What follows belongs to an exercise in optimizing a design on an open flow for a short achievable clock period and few clock cycles per item; a production flow would make more cautious choices. Where RTL was checked, it was by simulation tests only, not by an equivalence proof against the original.

Design dual_adc_moving_average_scaler_unit, start of the top module:
module dual_adc_moving_average_scaler_unit (
	input  wire logic                   clk,
	input  wire logic                   arst_n,
	input  wire logic                   psel,
	input  wire logic                   penable,
	input  wire logic                   pwrite,
	input  wire logic [PADDR_W-1:0]     paddr,
	input  wire logic [PDATA_W-1:0]     pwdata,
	output logic      [PDATA_W-1:0]     prdata,
	output logic                        pready,
	input  wire logic                   in_valid,
	output logic                        in_ready,
	input  wire logic [SAMPLE_BITS-1:0] battery_sample,
	input  wire logic [SAMPLE_BITS-1:0] thermistor_sample,
	output logic                        out_valid,
	input  wire logic                   out_ready,
	output logic      [OUT_W-1:0]       battery_mv,
	output logic signed [OUT_W-1:0]     temperature_centi_c,
	output logic                        window_full
);
Size in the first run: about 7700 cells after synthesis, about 140 I/O pins, ~97000 um2 of cells after synthesis.
==> flow/config.mk <==
export PLATFORM = sky130hd
export DESIGN_NAME = dual_adc_moving_average_scaler_unit
export DESIGN_NICKNAME = dual_adc_moving_average_scaler_unit
export VERILOG_FILES = /design/flow/design.v
export SDC_FILE = /design/flow/constraint.sdc
export NUM_CORES = 4
export LEC_CHECK = 0
export ABC_CLOCK_PERIOD_IN_PS = 2000
export CAP_MARGIN = 20
export CORE_MARGIN = 2
export CORE_UTILIZATION = 45
export SETUP_SLACK_MARGIN = 5
export SLEW_MARGIN = 20
==> flow/constraint.sdc <==
create_clock -name core_clock -period 8.0 [get_ports {clk}]
set_input_delay 1.6000 -clock core_clock [delete_from_list [all_inputs] [get_ports {clk}]]
set_output_delay 1.6000 -clock core_clock [all_outputs]
set_load 0.01 [all_outputs]
run.sh (not shown) runs the stock make flow with config.mk's settings and CLKGATE_MAP_FILE= SYNTH_SCRIPT=/design/flow/synth_recipe.tcl, a recipe that flattens the netlist after the stock synthesis.
The baseline ran to the end with no violations.
Next try:
CORE_UTILIZATION = 50   (was 45)
- The new run completed with no timing, DRC or antenna violations
- routed wire length drops by 2.5%
- hold slack got worse by 0.0061 ns
- die area drops by 9.9%
- clock skew drops by 0.011 ns
- register-to-register slack improved by 0.07 ns
- via count drops by 0.54%
- non-clock buffer count climbs by 16
- synthesized cell count does not change
- first-iteration DRC count drops by 17%
- cell area drops by 0.47%
Function was not checked in any run of this note: the RTL went through the layout flow alone.

* * *

== 10-04 ==
dual_adc_moving_average_scaler_unit, a different RTL version from the one above (not shown whole).
Size: about 7700 cells after synthesis, roughly 95000 um^2 of cells after synthesis.
Settings: LEC_CHECK=0, ABC_CLOCK_PERIOD_IN_PS=2000, CAP_MARGIN=40, CORE_MARGIN=2, CORE_UTILIZATION=50, SETUP_SLACK_MARGIN=5, SLEW_MARGIN=40; clock period 8.0 ns.
Relative to 10-04, the following input files were edited for 02-21:
- CAP_MARGIN changed from 40 to 20
- SLEW_MARGIN changed from 40 to 20
Results
Per the final summary, 02-21 finished and its layout is clean on timing, DRC and antenna.
| routed via count divided by cell count | 10-04 vs 02-21 | ≈ equal |
Any difference in count of placed standard cells in the final layout, fillers left out between 10-04 and 02-21 is small enough to ignore.
Count of port buffers added during placement came out exactly the same in 02-21 and 10-04.
Routed wire length across 02-21 and 10-04: no real change.
Taking 10-04 as the reference, in 02-21 final standard cell utilization of the core saw little to no change, via count level.
No functional check of the RTL was part of any run of this note.

* * *

Another version of the RTL of dual_adc_moving_average_scaler_unit (not shown whole).
Size: about 7900 cells after synthesis, ~1700 flip-flops, about 140 I/O pins, ~98000 sq um of cells after synthesis.
Settings: LEC_CHECK=0, ABC_CLOCK_PERIOD_IN_PS=2000, CAP_MARGIN=20, CORE_MARGIN=2, CORE_UTILIZATION=50, CTS_CLUSTER_DIAMETER=150, CTS_CLUSTER_SIZE=30, SETUP_SLACK_MARGIN=5, SLEW_MARGIN=20; clock period 8.0 ns.
The starting point finished with timing, DRC and antenna clean.
Testbench counts at the start, summed over its fixed seeds: cycles 3,264, items 3,200.
==> next run, changes <==
- CTS_CLUSTER_DIAMETER: 150 -> unset
- CTS_CLUSTER_SIZE: 30 -> unset
Effect: Non-clock buffer count came out lower by 23; critical path depth is unchanged; design area came out higher by a few percent; final cell count came out higher slightly; area after synthesis is unchanged.
==> next run, changes <==
- CAP_MARGIN: 20 -> 40
- SLEW_MARGIN: 20 -> 40
Effect: The changed run completed with no timing, DRC or antenna violations; maximum frequency rises by 1.7%; area after synthesis does not change; first-iteration DRC count falls by 4.1%; design area stays flat; count of clock-buffer cells in the layout rises by 18; worst setup slack improved by 52 ps; sequential cell count is unchanged; global-route usage barely changes; cell count stays flat; wire length barely changes.
==> next run, changes <==
- CAP_MARGIN: 40 -> 20
- CTS_CLUSTER_DIAMETER: unset -> 120
- CTS_CLUSTER_SIZE: unset -> 20
- SLEW_MARGIN: 40 -> 20
=> Synthesized cell count does not change. Register-to-register slack gets worse by 50 ps. Clock-buffer cell count goes down by 89. Area after synthesis is unchanged. Fmax goes down slightly. Setup slack gets worse by 33 ps. Non-clock buffer count goes down by 10. First-iteration DRC count goes up by roughly a tenth.

-- afterwards: timing with drivers on the ports --
No port has a modelled driver above. Below, the same layouts with a new extraction and two added sets of constraints.
Step 1 sets driving cells, clkbuf_16 on the clock port and buf_2 on the other inputs (assumed; they add their load-dependent delay and slew).
Step 2, shift: input delay + t, output delay - t, t = (earliest + latest rising clock arrival at the registers) / 2. This alone moves slack from input paths to output paths.
Three values: no drivers, after step 1, after step 2; two values: the first two.
run | t (ns) | setup WS [ns] | worst setup path at the end | clock arrival spread, ns | worst slew at a driven data input, ns
the first run of note 1 | 0.910 | 4.784 / 4.766 / 3.984 | input to register | 0.076 / 0.076 | 0.16
the second run of note 1 | 0.927 | 4.770 / 4.801 / 3.874 | input to register | 0.060 / 0.060 | 0.17
10-04 | 0.912 | 4.964 / 4.878 / 4.128 | input to register | 0.052 / 0.052 | 0.25
02-21 | 0.932 | 4.966 / 4.875 / 4.102 | input to register | 0.056 / 0.056 | 0.26
the first run of note 3 | 0.835 | 4.980 / 4.973 / 4.252 | input to register | 0.041 / 0.041 | 0.20
the second run of note 3 | 0.914 | 4.940 / 4.896 / 4.211 | input to register | 0.078 / 0.078 | 0.21
the third run of note 3 | 0.916 | 4.992 / 4.897 / 4.177 | input to register | 0.062 / 0.062 | 0.21
the fourth run of note 3 | 0.862 | 4.959 / 4.959 / 4.211 | input to register | 0.040 / 0.040 | 0.22
After both steps every run listed still meets setup and hold. For the second run of note 1, which loses most, drivers alone change the setup slack by +0.031 ns; drivers and shift together by -0.896 ns.
